What follows belongs to an exercise in optimizing a design on an open flow for small area; a production flow would make more cautious choices. Function was checked by simulation only, so behaviour that the tests miss may differ from the original.

==> inputs of run Z <==
## matrixTpu
module matrixTpu (
    input  logic                            clk,
    input  logic                            rst,
    input  logic [tpuPkg::WrReqWidth-1:0]   wrReq,     
    input  logic                            start,
    output logic                            busy,
    output logic [tpuPkg::ResultWidth-1:0]  result,    
    output logic                            done
);
    localparam int N  = 8;
    localparam int WW = 8;
    localparam int XW = 7;
    localparam int SW = 18;
    logic       wrEn;
    logic       wrSel;
    logic [5:0] wrAddr;
    logic [7:0] wrData;
    assign wrData = wrReq[7:0];
    assign wrAddr = wrReq[13:8];
    assign wrSel  = wrReq[14];
    assign wrEn   = wrReq[15];
    logic [4:0] phase;         
    logic       run;           
    logic       go;            
    logic [2:0] rowCnt;        
    logic       rowStart;
    logic       valid;
    assign valid    = run && go && rowStart;
    assign done     = valid && (rowCnt == 3'd7);
    assign busy     = run && !done;
    always_ff @(posedge clk or posedge rst) begin
        if (rst) begin
            phase    <= '0;
            rowStart <= 1'b1;
            run      <= 1'b0;
            go     <= 1'b0;
            rowCnt <= '0;
  ...
==> flow/config.mk <==
export PLATFORM = sky130hd
export DESIGN_NAME = matrixTpu
export DESIGN_NICKNAME = matrixTpu
export VERILOG_FILES = /design/flow/design.v
export SDC_FILE = /design/flow/constraint.sdc
export NUM_CORES = 4
export LEC_CHECK = 0
export CAP_MARGIN = 10
export CORE_MARGIN = 2
export CORE_UTILIZATION = 55
export CTS_BUF_LIST = sky130_fd_sc_hd__clkbuf_8
export CTS_CLUSTER_DIAMETER = 70
export CTS_CLUSTER_SIZE = 18
export SLEW_MARGIN = 10
export SYNTH_HIERARCHICAL = 1
export SYNTH_MINIMUM_KEEP_SIZE = 0
==> flow/constraint.sdc <==
create_clock -name core_clock -period 5.5 [get_ports {clk}]
set_input_delay 1.1000 -clock core_clock [delete_from_list [all_inputs] [get_ports {clk}]]
set_output_delay 1.1000 -clock core_clock [all_outputs]
set_load 0.01 [all_outputs]
standard.sh (not shown) runs the stock make flow with config.mk's settings and CLKGATE_MAP_FILE= SYNTH_SCRIPT=/design/flow/synth_recipe.tcl, a recipe that flattens the netlist after the stock synthesis.
==> flow/flow/run.sh <==
#!/bin/bash
# The standard layout (standard.sh) with three changes:
#  - synthesis maps with flow/abc.script (area mapping; buffering and sizing
#    are left to the layout's repair steps), see flow/synth_recipe_area.tcl;
#  - clock tree from clkbuf_8 in clusters of up to 18 sinks, no dummy loads;
#  - port buffers are buf_2.
# Each tool's full output is in the ORFS logs under orfs/logs/; make's
# output is in flow_make.log.
set -euo pipefail
export FLOW_ABC_SCRIPT=$PWD/flow/abc.script
bash standard.sh \
  SYNTH_SCRIPT=$PWD/flow/synth_recipe_area.tcl \
  "CTS_ARGS=-sink_clustering_enable -repair_clock_nets -buf_list sky130_fd_sc_hd__clkbuf_8 -sink_clustering_size 18 -sink_clustering_max_diameter 70 -dont_use_dummy_load" \
  "BUFFER_PORTS_ARGS=-buffer_cell sky130_fd_sc_hd__buf_2" \
  finish > flow_make.log 2>&1
==> flow/flow/abc.script <==
&get -n
&st
&dch
&nf
&st
&syn2
&if -g -K 6
&synch2
&nf
&st
&syn2
&if -g -K 6
&synch2
&nf
&st
&syn2
&if -g -K 6
&synch2
&nf
&put
topo
stime -c
==> flow/flow/synth_recipe_area.tcl <==
# The standard flow's synthesis (synth_recipe.tcl), with ABC run on a script that maps
# for area and leaves buffering and sizing to the layout's repair steps.
proc synth {args} { yosys synth -nofsm -noshare {*}$args }
proc abc {args} {
  set i [lsearch -exact $args -script]
  if { $i >= 0 } {
    set args [lreplace $args [expr {$i + 1}] [expr {$i + 1}] $::env(FLOW_ABC_SCRIPT)]
  }
  yosys abc {*}$args
}
source $::env(SCRIPTS_DIR)/synth.tcl
# left out here: clear keep_hierarchy, flatten, clean up, hide names made inside functions, write 1_2_yosys.v
==> run D (differences from run Z) <==
--- a/flow/design.v
+++ b/flow/design.v
@@ -21,13 +21,13 @@
 `timescale 1ns/1ps
 module colMac (
     input  logic [6:0]  a0,
     input  logic [6:0]  a1,
     input  logic [7:0]  s,
     input  logic [7:0]  w0,
-    input  logic [7:0]  w1,
+    input  logic [7:0]  w1n,      
     input  logic [17:0] nAccIn,
     output logic [17:0] nAccNext
 );
     logic [7:0] e0, e1, e2;
     logic [17:0] nSum;
     logic p7_1;
@@ -213,15 +213,15 @@
     logic G181;
     logic G182;
     logic G183;
     logic G184;
     logic G185;
     logic G186;
-    assign e0 = w0 & ~w1;
-    assign e1 = ~w0 & w1;
-    assign e2 = w0 & w1;
+    assign e0 = w0 & w1n;
+    assign e1 = ~(w0 | w1n);
+    assign e2 = w0 & ~w1n;
     logic [7:0] npp0;
     ppSel ppSel_0 (.e0(e0[0]), .e1(e1[0]), .e2(e2[0]), .a0(a0), .a1(a1), .s(s), .y(npp0));
     logic [7:0] npp1;
     ppSel ppSel_1 (.e0(e0[1]), .e1(e1[1]), .e2(e2[1]), .a0(a0), .a1(a1), .s(s), .y(npp1));
     logic [7:0] npp2;
     ppSel ppSel_2 (.e0(e0[2]), .e1(e1[2]), .e2(e2[2]), .a0(a0), .a1(a1), .s(s), .y(npp2));
@@ -443,13 +443,13 @@
     input  logic wr,
     input  logic wrN,
     input  logic xn,
     input  logic prev,
     output logic d
 );
-    assign d = ~((prev & wrN) | (xn & wr));
+    assign d = ~((prev | wr) & (xn | wrN));
 endmodule
 module norGate (
     input  logic a,
     input  logic b,
     output logic y
 );
@@ -548,13 +548,13 @@
                 .d    (actNext[p*XW + i])
             );
         end
     end
     for (genvar c = 0; c < N; c++) begin : gWCol
         for (genvar p = 0; p < N; p++) begin : gWPos
-            localparam bit Inv = p[1];
+            localparam bit Inv = p[0] ? !p[1] : p[1];
             for (genvar i = 0; i < WW; i++) begin : gBit
                 ringStage ringStage_inst (
                     .wr   (wWr[c*N+p]),
                     .wrN  (wWrN[c*N+p]),
                     .xn   (Inv ? wrData[i] : wrDataN[i]),
                     .prev (wRing[(c*N+(p+2)%N)*WW + i]),
@@ -581,13 +581,13 @@
         assign nAccIn = rowStart ? ~18'h20200 : nAcc[c*SW +: SW];
         colMac colMac_inst (
             .a0      (a0),
             .a1      (a1),
             .s       (aSum),
             .w0      (wRing[(c*N)*WW +: WW]),
-            .w1      (wRing[(c*N+1)*WW +: WW]),
+            .w1n     (wRing[(c*N+1)*WW +: WW]),
             .nAccIn  (nAccIn),
             .nAccNext (nAccNext)
         );
         always_ff @(posedge clk) begin
             nAcc[c*SW +: SW] <= nAccNext;
         end
==> flow/flow/run.sh (replaced) <==
#!/bin/bash
# The standard layout (standard.sh) with three changes:
#  - synthesis maps with flow/abc.script (area mapping; buffering and sizing
#    are left to the layout's repair steps), see flow/synth_recipe_area.tcl;
#  - clock tree from clkbuf_8 in clusters of up to 16 sinks, no dummy loads;
#  - port buffers are buf_1.
# Each tool's full output is in the ORFS logs under orfs/logs/; make's
# output is in flow_make.log.
set -euo pipefail
export FLOW_ABC_SCRIPT=$PWD/flow/abc.script
bash standard.sh \
  SYNTH_SCRIPT=$PWD/flow/synth_recipe_area.tcl \
  "CTS_ARGS=-sink_clustering_enable -repair_clock_nets -buf_list sky130_fd_sc_hd__clkbuf_8 -sink_clustering_size 16 -sink_clustering_max_diameter 60 -dont_use_dummy_load" \
  "BUFFER_PORTS_ARGS=-buffer_cell sky130_fd_sc_hd__buf_1" \
  finish > flow_make.log 2>&1
- CORE_UTILIZATION: 55 -> 60
- CTS_CLUSTER_DIAMETER: 70 -> 60
- CTS_CLUSTER_SIZE: 18 -> 16
==> run G (differences from run Z) <==
--- a/flow/design.v
+++ b/flow/design.v
@@ -21,13 +21,13 @@
 `timescale 1ns/1ps
 module colMac (
     input  logic [6:0]  a0,
     input  logic [6:0]  a1,
     input  logic [7:0]  s,
     input  logic [7:0]  w0,
-    input  logic [7:0]  w1,
+    input  logic [7:0]  w1n,      
     input  logic [17:0] nAccIn,
     output logic [17:0] nAccNext
 );
     logic [7:0] e0, e1, e2;
     logic [17:0] nSum;
     logic p7_1;
@@ -213,15 +213,15 @@
     logic G181;
     logic G182;
     logic G183;
     logic G184;
     logic G185;
     logic G186;
-    assign e0 = w0 & ~w1;
-    assign e1 = ~w0 & w1;
-    assign e2 = w0 & w1;
+    assign e0 = w0 & w1n;
+    assign e1 = ~(w0 | w1n);
+    assign e2 = w0 & ~w1n;
     logic [7:0] npp0;
     ppSel ppSel_0 (.e0(e0[0]), .e1(e1[0]), .e2(e2[0]), .a0(a0), .a1(a1), .s(s), .y(npp0));
     logic [7:0] npp1;
     ppSel ppSel_1 (.e0(e0[1]), .e1(e1[1]), .e2(e2[1]), .a0(a0), .a1(a1), .s(s), .y(npp1));
     logic [7:0] npp2;
     ppSel ppSel_2 (.e0(e0[2]), .e1(e1[2]), .e2(e2[2]), .a0(a0), .a1(a1), .s(s), .y(npp2));
@@ -316,14 +316,16 @@
     pgCell pg10 (.a(fc110), .b(fs111), .g(g141), .p(p142));
     pgCell pg11 (.a(fc112), .b(fs113), .g(g143), .p(p144));
     pgCell pg12 (.a(fc114), .b(fs115), .g(g145), .p(p146));
     pgCell pg13 (.a(fs117), .b(fc116), .g(g147), .p(p148));
     pgCell pg14 (.a(fs119), .b(fc118), .g(g149), .p(p150));
     pgCell pg15 (.a(nAccIn[15]), .b(fc120), .g(g151), .p(p152));
-    pgCell pg16 (.a(nAccIn[16]), .b(1'b1), .g(g153), .p(p154));
-    pgCell pg17 (.a(nAccIn[17]), .b(1'b1), .g(g155), .p(p156));
+    assign g153 = nAccIn[16];
+    assign p154 = ~nAccIn[16];
+    assign g155 = nAccIn[17];
+    assign p156 = ~nAccIn[17];
     bkCellG bkc (.g1(g129), .p1(p130), .g0(rc128), .g(G157));
     bkCellG bk1 (.g1(g131), .p1(p132), .g0(G157), .g(G158));
     bkCell bk2 (.g1(g135), .p1(p136), .g0(g133), .p0(p134), .g(G159), .p(P160));
     bkCell bk3 (.g1(g139), .p1(p140), .g0(g137), .p0(p138), .g(G161), .p(P162));
     bkCell bk4 (.g1(g143), .p1(p144), .g0(g141), .p0(p142), .g(G163), .p(P164));
     bkCell bk5 (.g1(g147), .p1(p148), .g0(g145), .p0(p146), .g(G165), .p(P166));
@@ -443,13 +445,13 @@
     input  logic wr,
     input  logic wrN,
     input  logic xn,
     input  logic prev,
     output logic d
 );
-    assign d = ~((prev & wrN) | (xn & wr));
+    assign d = ~((prev | wr) & (xn | wrN));
 endmodule
 module norGate (
     input  logic a,
     input  logic b,
     output logic y
 );
@@ -548,13 +550,13 @@
                 .d    (actNext[p*XW + i])
             );
         end
     end
     for (genvar c = 0; c < N; c++) begin : gWCol
         for (genvar p = 0; p < N; p++) begin : gWPos
-            localparam bit Inv = p[1];
+            localparam bit Inv = p[0] ? !p[1] : p[1];
             for (genvar i = 0; i < WW; i++) begin : gBit
                 ringStage ringStage_inst (
                     .wr   (wWr[c*N+p]),
                     .wrN  (wWrN[c*N+p]),
                     .xn   (Inv ? wrData[i] : wrDataN[i]),
                     .prev (wRing[(c*N+(p+2)%N)*WW + i]),
@@ -581,13 +583,13 @@
         assign nAccIn = rowStart ? ~18'h20200 : nAcc[c*SW +: SW];
         colMac colMac_inst (
             .a0      (a0),
             .a1      (a1),
             .s       (aSum),
             .w0      (wRing[(c*N)*WW +: WW]),
-            .w1      (wRing[(c*N+1)*WW +: WW]),
+            .w1n     (wRing[(c*N+1)*WW +: WW]),
             .nAccIn  (nAccIn),
             .nAccNext (nAccNext)
         );
         always_ff @(posedge clk) begin
             nAcc[c*SW +: SW] <= nAccNext;
         end
==> flow/flow/run.sh (replaced) <==
#!/bin/bash
# The standard layout (standard.sh) with three changes:
#  - synthesis maps with flow/abc.script (area mapping; buffering and sizing
#    are left to the layout's repair steps), see flow/synth_recipe_area.tcl;
#  - clock tree from clkbuf_8 in clusters of up to 16 sinks, no dummy loads;
#  - port buffers are buf_1.
# Each tool's full output is in the ORFS logs under orfs/logs/; make's
# output is in flow_make.log.
set -euo pipefail
export FLOW_ABC_SCRIPT=$PWD/flow/abc.script
bash standard.sh \
  SYNTH_SCRIPT=$PWD/flow/synth_recipe_area.tcl \
  "CTS_ARGS=-sink_clustering_enable -repair_clock_nets -buf_list sky130_fd_sc_hd__clkbuf_8 -sink_clustering_size 16 -sink_clustering_max_diameter 60 -dont_use_dummy_load" \
  "BUFFER_PORTS_ARGS=-buffer_cell sky130_fd_sc_hd__buf_1" \
  finish > flow_make.log 2>&1
- CORE_UTILIZATION: 55 -> 60
- CTS_CLUSTER_DIAMETER: 70 -> 60
- CTS_CLUSTER_SIZE: 18 -> 16
==> metrics.cfg <==
[status]
outcome = timing/DRC/antenna clean

[power_and_ir_drop]
max-vdd-ir-drop_v = 0.000373

[drt]
dr.pass1.iters = 20

[global_routing]
grt_max_degree = 78

[end of results for run D]
==> metrics.cfg <==
[status]
outcome = timing/DRC/antenna clean

[drt]
drtIter0Drc = 7085
dr.pass1.iters = 19

[worst_setup_path]
worstSetupPathDepth = 13

[power_and_ir_drop]
max-vdd-ir-drop_v = 0.000353

[global_routing]
grt_max_degree = 65

[end of results for run Z]
==> metrics.cfg <==
[status]
outcome = timing/DRC/antenna clean

[worst_setup_path]
timing.rr.start = actRing[12]

[drt]
dr.pass1.iters = 22

[timing]
whs_ns = 0.320

[global_routing]
grt_max_degree = 65

[cells_and_area]
design.seq.count = 1123

[end of results for run G]

==> port drivers added, routing unchanged <==
The flow's constraints put no driver on any port. The routed layouts listed below were extracted and timed again, unchanged, in two steps.
Step 1 assumes that a clkbuf_16 drives the clock port and a buf_2 every other input.
Step 2 moves the port delays by t, midway between the first and last clock arrival at a register: inputs arrive t later, outputs are due t later. That takes back most of the time a late clock gives input paths.
a / b / c = ideal / step 1 / step 2; a / b = the first two.
run | t, ns | setup slack, ns | worst setup path at the end | worst register clock-pin slew, ns | worst slew at a driven data input, ns
run Z | 0.802 | 0.313 / 0.313 / 0.304 | input to register | 0.12 / 0.12 | 0.13
run D | 0.820 | 0.390 / 0.390 / 0.228 | input to register | 0.11 / 0.11 | 0.12
run G | 0.822 | 0.394 / 0.394 / 0.166 | input to register | 0.11 / 0.11 | 0.11
After both steps setup and hold are still met in every run listed. The setup slack of run G, which loses most, moves by 0.000 ns with the drivers and by -0.228 ns with both steps.
